Context: an optimization exercise on an open-source flow, tuned for small area, a short achievable clock period and few clock cycles. The choices shown serve that exercise and are no tape-out recipe.
The RTL was checked by simulation tests, not by an equivalence proof against the original design.

==> design.v <==
`timescale 1ns/100ps
`default_nettype none
package dur_pkg;
	typedef logic [3:0] rate_code_t;
	typedef logic [3:0] rate_idx_t;
	typedef logic [15:0] dur_t;         
	typedef logic [11:0] frame_len_t;   
	typedef logic [7:0]  resp_len_t;    
	typedef enum logic {
		dur_bcast  = 1'b0,
		dur_single = 1'b1
	} dur_kind_t;
	localparam int NUM_RATES      = 12;
	localparam int FIRST_OFDM_IDX = 4;
	localparam int OFDM_PREAMBLE_US = 16;
	localparam int OFDM_SIGNAL_US   = 4;
	localparam int OFDM_SYMBOL_US   = 4;
	localparam int SIGNAL_EXT_US    = 6;
	localparam int SERVICE_BITS     = 16;
	localparam int TAIL_BITS        = 6;
	localparam int CCK_LONG_PLCP_US  = 192;
	localparam int CCK_SHORT_PLCP_US = 96;
	localparam int INV_FRAC_BITS = 8;  
	function automatic rate_idx_t rate_code_to_index(input rate_code_t code);
		rate_idx_t idx;
		if (code[3]) begin
			idx = rate_idx_t'(code[1:0]);  
		end else begin
			case (code[2:0])
				3'd0: idx = 4'd10;  
				3'd1: idx = 4'd8;   
				3'd2: idx = 4'd6;   
				3'd3: idx = 4'd4;   
				3'd4: idx = 4'd11;  
				3'd5: idx = 4'd9;   
				3'd6: idx = 4'd7;   
				default: idx = 4'd5;  
			endcase
		end
		rate_code_to_index = idx;
	endfunction
endpackage
`default_nettype wire
`timescale 1ns/100ps
`default_nettype none
module basic_rate_sel (
	input  dur_pkg::rate_idx_t            data_idx,
	input  wire logic [dur_pkg::NUM_RATES-1:0] basic_rate_set,
	output dur_pkg::rate_idx_t                 resp_idx
);
	dur_pkg::rate_idx_t floor_idx;
	assign floor_idx = (data_idx < dur_pkg::rate_idx_t'(dur_pkg::FIRST_OFDM_IDX)) ?
		dur_pkg::rate_idx_t'(0) : dur_pkg::rate_idx_t'(dur_pkg::FIRST_OFDM_IDX);
	always_comb begin
		resp_idx = floor_idx;
		for (int i = 0; i < dur_pkg::NUM_RATES; i++) begin
			if (basic_rate_set[i] && dur_pkg::rate_idx_t'(i) >= floor_idx &&
				dur_pkg::rate_idx_t'(i) <= data_idx)
				resp_idx = dur_pkg::rate_idx_t'(i);  
		end
	end
endmodule
`default_nettype wire
`timescale 1ns/100ps
`default_nettype none
module rate_table_rd #(
	parameter int INV_W = 16
) (
	input  wire logic             clk,
	input  wire logic             arst_n,
	input  wire logic             rd_req,
	input  dur_pkg::rate_idx_t        rd_idx,
	output logic                  tab_en,
	output dur_pkg::rate_idx_t             tab_addr,
	input  wire logic [INV_W-1:0] tab_data,
	output logic                  rd_ack,
	output logic [INV_W-1:0]      inv
);
	logic [INV_W-1:0] inv_q;
	always_ff @(posedge clk or negedge arst_n) begin
		if (!arst_n) begin
			tab_en <= 1'b0;
			rd_ack <= 1'b0;
		end else begin
			tab_en <= rd_req;
			rd_ack <= tab_en;
		end
	end
	always_ff @(posedge clk) begin
		if (rd_req)
			tab_addr <= rd_idx;
		if (rd_ack)
			inv_q <= tab_data;  
	end
	assign inv = rd_ack ? tab_data : inv_q;
endmodule
`default_nettype wire
`timescale 1ns/100ps
`default_nettype none
module frame_airtime #(
	parameter int INV_W = 16
) (
	input  wire logic             clk,
	input  wire logic             arst_n,
	input  wire logic             calc,
	input  dur_pkg::frame_len_t       len,
	input  dur_pkg::rate_idx_t        idx,
	input  wire logic [INV_W-1:0] inv,
	input  wire logic             long_pre,
	output logic                  air_done,
	output dur_pkg::dur_t                  air_us
);
	localparam int PW = 16 + INV_W;             
	localparam int QW = PW - dur_pkg::INV_FRAC_BITS + 1;  
	logic          is_cck;
	logic [15:0]   nbits;
	logic [PW-1:0] prod;
	logic [QW-1:0] q;
	dur_pkg::dur_t          air_nxt;
	assign is_cck = idx < dur_pkg::rate_idx_t'(dur_pkg::FIRST_OFDM_IDX);
	always_comb begin
		if (is_cck)
			nbits = {1'b0, len, 3'b000};
		else
			nbits = 16'(dur_pkg::SERVICE_BITS + dur_pkg::TAIL_BITS) + {1'b0, len, 3'b000};
		prod = PW'(nbits) * PW'(inv);
		q = QW'(prod[PW-1:dur_pkg::INV_FRAC_BITS]) + QW'(|prod[dur_pkg::INV_FRAC_BITS-1:0]);
		if (is_cck) begin
			air_nxt = dur_pkg::dur_t'(q) +
				dur_pkg::dur_t'(long_pre ? dur_pkg::CCK_LONG_PLCP_US : dur_pkg::CCK_SHORT_PLCP_US);
		end else begin
			air_nxt = dur_pkg::dur_t'(dur_pkg::OFDM_PREAMBLE_US + dur_pkg::OFDM_SIGNAL_US + dur_pkg::SIGNAL_EXT_US) +
				dur_pkg::dur_t'(q) * dur_pkg::dur_t'(dur_pkg::OFDM_SYMBOL_US);
		end
	end
	always_ff @(posedge clk or negedge arst_n) begin
		if (!arst_n)
			air_done <= 1'b0;
		else
			air_done <= calc;
	end
	always_ff @(posedge clk) begin
		if (calc)
			air_us <= air_nxt;
	end
endmodule
`default_nettype wire
`timescale 1ns/100ps
`default_nettype none
module dur_ctrl #(
	parameter int INV_W = 16
) (
	input  wire logic             clk,
	input  wire logic             arst_n,
	input  wire logic             start,
	input  dur_pkg::dur_kind_t        dur_kind,
	input  dur_pkg::rate_code_t       data_rate,
	input  dur_pkg::resp_len_t        resp_len,
	input  dur_pkg::frame_len_t       next_len,
	input  wire logic             long_pre,
	input  dur_pkg::dur_t             sifs,
	input  dur_pkg::rate_idx_t        resp_idx,
	output logic                  rd_req,
	output dur_pkg::rate_idx_t             rd_idx,
	input  wire logic             rd_ack,
	input  wire logic [INV_W-1:0] inv,
	output logic                  calc,
	output dur_pkg::frame_len_t            calc_len,
	output dur_pkg::rate_idx_t             calc_idx,
	output logic [INV_W-1:0]      inv_out,
	output logic                  calc_long_pre,
	input  wire logic             air_done,
	input  dur_pkg::dur_t             air_us,
	output dur_pkg::rate_idx_t             data_idx,
	output logic                  dur_valid,
	output dur_pkg::dur_t                  dur,
	output dur_pkg::rate_idx_t             resp_rate
);
	typedef enum logic [2:0] {
		st_idle,
		st_resp,   
		st_frag,   
		st_wait,   
		st_done
	} state_t;
	state_t     state;
	logic       frag_ph;    
	dur_pkg::resp_len_t  resp_len_q;
	dur_pkg::frame_len_t next_len_q;
	dur_pkg::dur_t       sifs_q;
	dur_pkg::rate_idx_t  resp_q;
	dur_pkg::dur_t       acc;
	always_ff @(posedge clk or negedge arst_n) begin
		if (!arst_n) begin
			state     <= st_idle;
			frag_ph   <= 1'b0;
			rd_req    <= 1'b0;
			calc      <= 1'b0;
			dur_valid <= 1'b0;
		end else begin
			rd_req    <= 1'b0;
			calc      <= 1'b0;
			dur_valid <= 1'b0;
			case (state)
				st_idle: begin
					if (start) begin
						if (dur_kind == dur_pkg::dur_bcast)
							dur_valid <= 1'b1;  
						else
							state <= st_resp;
					end
				end
				st_resp: begin
					frag_ph <= 1'b0;
					if (resp_len_q != '0) begin
						rd_req <= 1'b1;
						state  <= st_wait;
					end else begin
						state <= st_frag;
					end
				end
				st_frag: begin
					frag_ph <= 1'b1;
					if (next_len_q != '0) begin
						rd_req <= 1'b1;
						state  <= st_wait;
					end else begin
						state <= st_done;
					end
				end
				st_wait: begin
					if (rd_ack)
						calc <= 1'b1;
					if (air_done)
						state <= frag_ph ? st_done : st_frag;
				end
				default: begin
					dur_valid <= 1'b1;
					state     <= st_idle;
				end
			endcase
		end
	end
	always_ff @(posedge clk) begin
		if (state == st_idle && start) begin
			data_idx      <= dur_pkg::rate_code_to_index(data_rate);
			resp_len_q    <= resp_len;
			next_len_q    <= next_len;
			calc_long_pre <= long_pre;
			sifs_q        <= sifs;
			if (dur_kind == dur_pkg::dur_bcast) begin
				dur       <= '0;
				resp_rate <= '0;
			end
		end
		if (state == st_resp) begin
			resp_q   <= resp_idx;  
			rd_idx   <= resp_idx;
			calc_idx <= resp_idx;
			calc_len <= dur_pkg::frame_len_t'(resp_len_q);
			acc      <= '0;
		end
		if (state == st_frag) begin
			rd_idx   <= data_idx;
			calc_idx <= data_idx;
			calc_len <= next_len_q;
			if (next_len_q != '0)
				acc <= (acc << 1) + sifs_q;  
		end
		if (state == st_wait) begin
			if (rd_ack)
				inv_out <= inv;
			if (air_done)
				acc <= acc + air_us + (frag_ph ? dur_pkg::dur_t'(0) : sifs_q);
		end
		if (state == st_done) begin
			dur       <= acc;
			resp_rate <= resp_q;
		end
	end
endmodule
`default_nettype wire
`timescale 1ns/100ps
`default_nettype none
module tx_duration #(
	parameter int INV_W = 16
) (
	input  wire logic                 clk,
	input  wire logic                 arst_n,
	input  wire logic                 start,
	input  dur_pkg::dur_kind_t            dur_kind,
	input  dur_pkg::rate_code_t           data_rate,
	input  dur_pkg::resp_len_t            resp_len,
	input  dur_pkg::frame_len_t           next_len,
	input  wire logic                 long_pre,
	input  wire logic [dur_pkg::NUM_RATES-1:0] basic_rate_set,
	input  dur_pkg::dur_t                 sifs,
	output logic                      tab_en,
	output dur_pkg::rate_idx_t                 tab_addr,
	input  wire logic [INV_W-1:0]     tab_data,
	output logic                      dur_valid,
	output dur_pkg::dur_t                      dur,
	output dur_pkg::rate_idx_t                 resp_rate
);
	dur_pkg::rate_idx_t        data_idx;
	dur_pkg::rate_idx_t        resp_idx;
	logic             rd_req;
	dur_pkg::rate_idx_t        rd_idx;
	logic             rd_ack;
	logic [INV_W-1:0] inv;
	logic             calc;
	dur_pkg::frame_len_t       calc_len;
	dur_pkg::rate_idx_t        calc_idx;
	logic [INV_W-1:0] calc_inv;
	logic             calc_long_pre;
	logic             air_done;
	dur_pkg::dur_t             air_us;
	dur_ctrl #(.INV_W(INV_W)) ctrl0 (
		.clk(clk), .arst_n(arst_n), .start(start), .dur_kind(dur_kind),
		.data_rate(data_rate), .resp_len(resp_len), .next_len(next_len),
		.long_pre(long_pre), .sifs(sifs), .resp_idx(resp_idx),
		.rd_req(rd_req), .rd_idx(rd_idx), .rd_ack(rd_ack), .inv(inv),
		.calc(calc), .calc_len(calc_len), .calc_idx(calc_idx), .inv_out(calc_inv),
		.calc_long_pre(calc_long_pre), .air_done(air_done), .air_us(air_us),
		.data_idx(data_idx), .dur_valid(dur_valid), .dur(dur), .resp_rate(resp_rate)
	);
	basic_rate_sel sel0 (
		.data_idx(data_idx), .basic_rate_set(basic_rate_set), .resp_idx(resp_idx)
	);
	rate_table_rd #(.INV_W(INV_W)) rd0 (
		.clk(clk), .arst_n(arst_n), .rd_req(rd_req), .rd_idx(rd_idx),
		.tab_en(tab_en), .tab_addr(tab_addr), .tab_data(tab_data),
		.rd_ack(rd_ack), .inv(inv)
	);
	frame_airtime #(.INV_W(INV_W)) air0 (
		.clk(clk), .arst_n(arst_n), .calc(calc), .len(calc_len), .idx(calc_idx),
		.inv(calc_inv), .long_pre(calc_long_pre), .air_done(air_done), .air_us(air_us)
	);
endmodule
`default_nettype wire
==> run.sh <==
#!/bin/bash
# synth_recipe.tcl (not shown) runs the flow's synth.tcl, then flattens the netlist and writes it again
# the make line also repeats each setting of config.mk as NAME=value (left out here)
make -C /OpenROAD-flow-scripts/flow DESIGN_CONFIG=/design/flow/config.mk WORK_HOME=/design/flow/orfs CLKGATE_MAP_FILE= SYNTH_SCRIPT=/design/flow/synth_recipe.tcl finish
==> config.mk <==
export PLATFORM = sky130hd
export DESIGN_NAME = tx_duration
export DESIGN_NICKNAME = tx_duration
export VERILOG_FILES = /design/flow/design.v
export SDC_FILE = /design/flow/constraint.sdc
export NUM_CORES = 4
export LEC_CHECK = 0
export CAP_MARGIN = 20
export CORE_MARGIN = 2
export CORE_UTILIZATION = 40
export SLEW_MARGIN = 20
==> constraint.sdc <==
create_clock -name core_clock -period 9.0 [get_ports {clk}]
set_input_delay 1.8000 -clock core_clock [delete_from_list [all_inputs] [get_ports {clk}]]
set_output_delay 1.8000 -clock core_clock [all_outputs]
set_load 0.01 [all_outputs]
==> summary.md <==
| Metric | Value |
|---|---|
| Status | `no timing/DRC/antenna violations` |
| Slew HR | `39.1%` |
| RR Startpoint | `ctrl0.rd_idx[3]$_DFFE_PP_` |
| Mux contribution to synthesized area | `0.704%` |
| Diode count | `0` |
| Vias | `11.0k` |
| Final nets | `between 1.5k and 2k` |
| Period Utilization, post-route | `a little over nine tenths` |
| Clock root cell | `clkbuf_16` |
| Hold Buf Count CTS | `0` |
| Worst path depth | `26` |
| Number of buffers created by CTS | `17` |
| Kind of critical path | `flop to flop` |
| Core ar. | `approximately 37000 um2` |
| Routed wire per std cell | `roughly 18 um` |
| Max Fclk | `0.118 GHz` |
| Worst path required time | `between 9 and 10 ns` |
| Worst-Margin Slew | `0.914 ns` |
| Max Clock Skew | `about 0.029 ns` |
| Clk latency of the worst-skew pair | `around 0.46 ns` |
| Synth Register Bits | `143` |
| Final Setup Violations | `0` |
| Adder-cell share of the synthesized area | `a little under a third` |
| Post-synthesis compound-gate area fraction | `10.1%` |
| Bufs and invs on worst path | `5` |
| Critical path capture point type | `flop` |
| Hold WC Path Type | `flop to flop` |
| Library cells used by synthesis | `between 80 and 90` |
| CP startpoint | `ctrl0.rd_idx[3]$_DFFE_PP_` |
| Worst setup path end | `air0.air_us[13]$_DFFE_PP_` |
| GPL Wtd Cong | `0.894` |
| Fin crit period | `8.47 ns` |
| Global-route wire length before repair | `60900 um` |
| P&R area growth vs syn | `14.7%` |
| Top delay family on crit path | `adder cells` |
| Post-DRT Antenna Nets | `0` |
| Area share of and/or/nand/nor cells after synthesis | `17.6%` |
| Seq/Total Area, Yosys | `a little over a quarter` |
| Vias in the first global route | `11.4k` |
| Initial Utilization | `40.7%` |
| Syn Inst Count | `1533` |
| Die W | `about 200 um` |
| Number of fill cells | `3435` |
| Syn Area/Cell | `between 9 and 10 um2` |
| # port buffers | `96` |
| Main flop type after synthesis | `edfxtp_1` |
| Antenna violations before repair | `0` |
| Worst Path Max Fanout | `12` |
| DIE AREA | `38900 um2` |
| Number of clock sinks | `143` |
| Post-synth EDFFs | `about 120` |
| CP max stage delay | `0.60 ns` |
| Pins Over Slew Limit | `0` |
| Worst R2R End | `air0.air_us[13]$_DFFE_PP_` |
| Max Cap Viol | `0` |
| Async S/R FF share, synth | `6.99%` |
| IO Count | `99` |
| Slowest-stage cell, CP | `o2111ai_1` |
| Synth warn | `4` |
| Top cell type's share of synthesized area | `23.5%` |
| Die height | `197 um` |
| Final WL | `37200 um` |
| Dominant cell type by area after synthesis | `edfxtp_1` |
| Vias per inst | `5.23` |
| Row Count | `70` |
| Largest net degree at the start of global routing | `38` |
| Worst Reg-to-Reg Cells | `26` |
| CTS tree | `yes` |
| DR pass1 iterations | `5` |
| Commonest non-fill, non-tap cell in the layout | `inv_1` |
| Clock Pin Slew Worst Setup and Hold Paths | `0.07 ns` |
| Starting DRT DRC Count | `730` |
| Post-synth net total | `approximately 1.9k` |
| Most frequent cells in the layout | `inv_1, nand2_1, fa_1, edfxtp_1, ha_1` |
| Worst path most repeated cell | `fa_1` |
| Worst Setup Start Kind | `flop` |
| Setup slack, reg-to-reg | `between 0.5 and 0.6 ns` |
| DRC Markers | `0` |
| Synth area leaders | `edfxtp_1, fa_1, ha_1` |
| Largest family of logic cells by synthesized area | `adder cells` |
| GRT Overall Usage | `around a fifth` |
| Mapped cell area | `approximately 15000 um2` |
| H-tree depth | `4` |
| Clock Path Buffers | `2` |
| CP arrival | `8.65 ns` |
| Grt total ovfl | `0` |
| Setup TNS Final | `0 ns` |
| DP HPWL | `29100 um` |
| Layout cells sized above 1 | `between 6 and 7%` |
| XOR/XNOR share of the synthesized area | `under 10%` |
| RSZ-0062 raised after global routing | `no` |
| Final Hold Viols | `0` |
cells by family (layout without fill, tap and decap cells):
family,after synthesis,after routing
muxes,10,10
xor gates and xnor gates,86,86
and+or+nand+nor,510,510
AOI/OAI and AO/OA,224,224
DFF,143,143
adders and majority gates,275,275
buffers and inverters,285,381
per-layer routing:
metal  wire length [um]  share of wire, %  global-route usage [%]  vias to the layer above
met5                  0                 0                       0                        -
met4                592               1.6                    4.71                        0
met3               1610               4.3                    2.73                       37
met2              17700                47                    33.2                      249
met1              17300                47                    28.4                     5420
li1                   -                 -                       -                     5259
synth_stat cells (7+ instances only):
master	n
or2_2	8
dfxtp_1	16
o211ai_1	9
a21o_1	14
or3_1	15
and2_1	92
fa_1	171
a221oi_1	8
nor3b_1	7
xnor2_1	54
a211oi_1	11
inv_1	226
nand3_1	24
nor2_1	58
nor3_1	18
and3_1	31
o31ai_1	9
ha_1	103
a21oi_1	51
clkbuf_1	54
o21a_1	8
nor4_1	8
o21ai_0	46
xor2_1	28
nand2b_1	9
nand2_1	185
nor2b_1	22
a31oi_1	10
dfrtp_1	10
edfxtp_1	117
state kept, by name, summed over array words and instances (netlist names), 3 cells and up:
| signal | count |
|---|---|
| ctrl0.sifs_q | 16 |
| ctrl0.calc_len | 12 |
| ctrl0.resp_len_q | 8 |
| rd0.tab_addr | 4 |
| air0.air_us | 16 |
| ctrl0.rd_idx | 4 |
| ctrl0.dur | 16 |
| ctrl0.state | 3 |
| ctrl0.resp_rate | 4 |
| ctrl0.acc | 16 |
| ctrl0.next_len_q | 12 |
| ctrl0.data_idx | 4 |
| ctrl0.resp_q | 4 |
| ctrl0.inv_out | 16 |
how the worst min path moves through the flow:
stage                              startpoint                        end  slack [ns]  depth (start not counted)
floorplan           ctrl0.rd_idx[0]$_DFFE_PP_  rd0.tab_addr[0]$_DFFE_PP_        0.40                          0
global placement         rd0.tab_en$_DFF_PN0_       rd0.rd_ack$_DFF_PN0_        0.36                          0
detailed placement       rd0.tab_en$_DFF_PN0_       rd0.rd_ack$_DFF_PN0_        0.37                          0
CTS                      rd0.tab_en$_DFF_PN0_       rd0.rd_ack$_DFF_PN0_        0.39                          0
global route             rd0.tab_en$_DFF_PN0_       rd0.rd_ack$_DFF_PN0_        0.41                          0
finish                   rd0.tab_en$_DFF_PN0_       rd0.rd_ack$_DFF_PN0_        0.40                          0
final cells by class:
cell class / count / area, um2 / area share, %
well taps: 468 / 586 / 3.42
flip-flops and latches: 143 / 4080 / 23.9
clock inverters: 13 / 139 / 0.812
repair buffers: 123 / 1160 / 6.80
clock buffers: 19 / 475 / 2.78
inverters: 226 / 848 / 4.96
multi-input cells: 1105 / 9810 / 57.3
per-stage QoR:
stage / hold slack [ns] / utilization (%) / std cells / instance area, um2 / setup slack, ns
2_1_floorplan: 0.400 / - / 1533 / 14900 / 1.01
3_3_place_gp: 0.364 / 44.7 / 2062 / 16400 / 0.547
3_5_place_dp: 0.367 / 44.7 / 2062 / 16400 / 0.394
4_1_cts: 0.394 / 46.4 / 2094 / 17000 / 0.353
5_1_grt: 0.406 / 46.6 / 2097 / 17100 / 0.0268
6_report: 0.396 / 46.6 / 2097 / 17100 / 0.533
timing repair:
action | CTS | global route
setup buffers | 0 | 3
endpoints found under the setup margin | 0 | 8
resized for setup | 0 | 9
Testbench counts, summed over its fixed seeds: cycles 23,689.

## port drivers added, routing unchanged
No port has a modelled driver above. Below, the same layout with a new extraction and two added sets of constraints. Step 1 sets driving cells, clkbuf_16 on the clock port and buf_2 on the other inputs (assumed; they add their load-dependent delay and slew). Step 2 also shifts input and output timing later by t, the mid clock arrival at the registers, as if the neighbouring blocks saw the same clock. Slacks: ideal / step 1 / step 2; pairs: ideal / step 1.
t, ns: 0.494
setup WS [ns]: 0.533 / 0.533 / 0.533
clock arrival spread, ns: 0.028 / 0.029
cell pins on the clock port's net: 1
After both steps this run still meets setup and hold. The setup slack of this run moves by 0.000 ns with the drivers and by 0.000 ns with both steps.
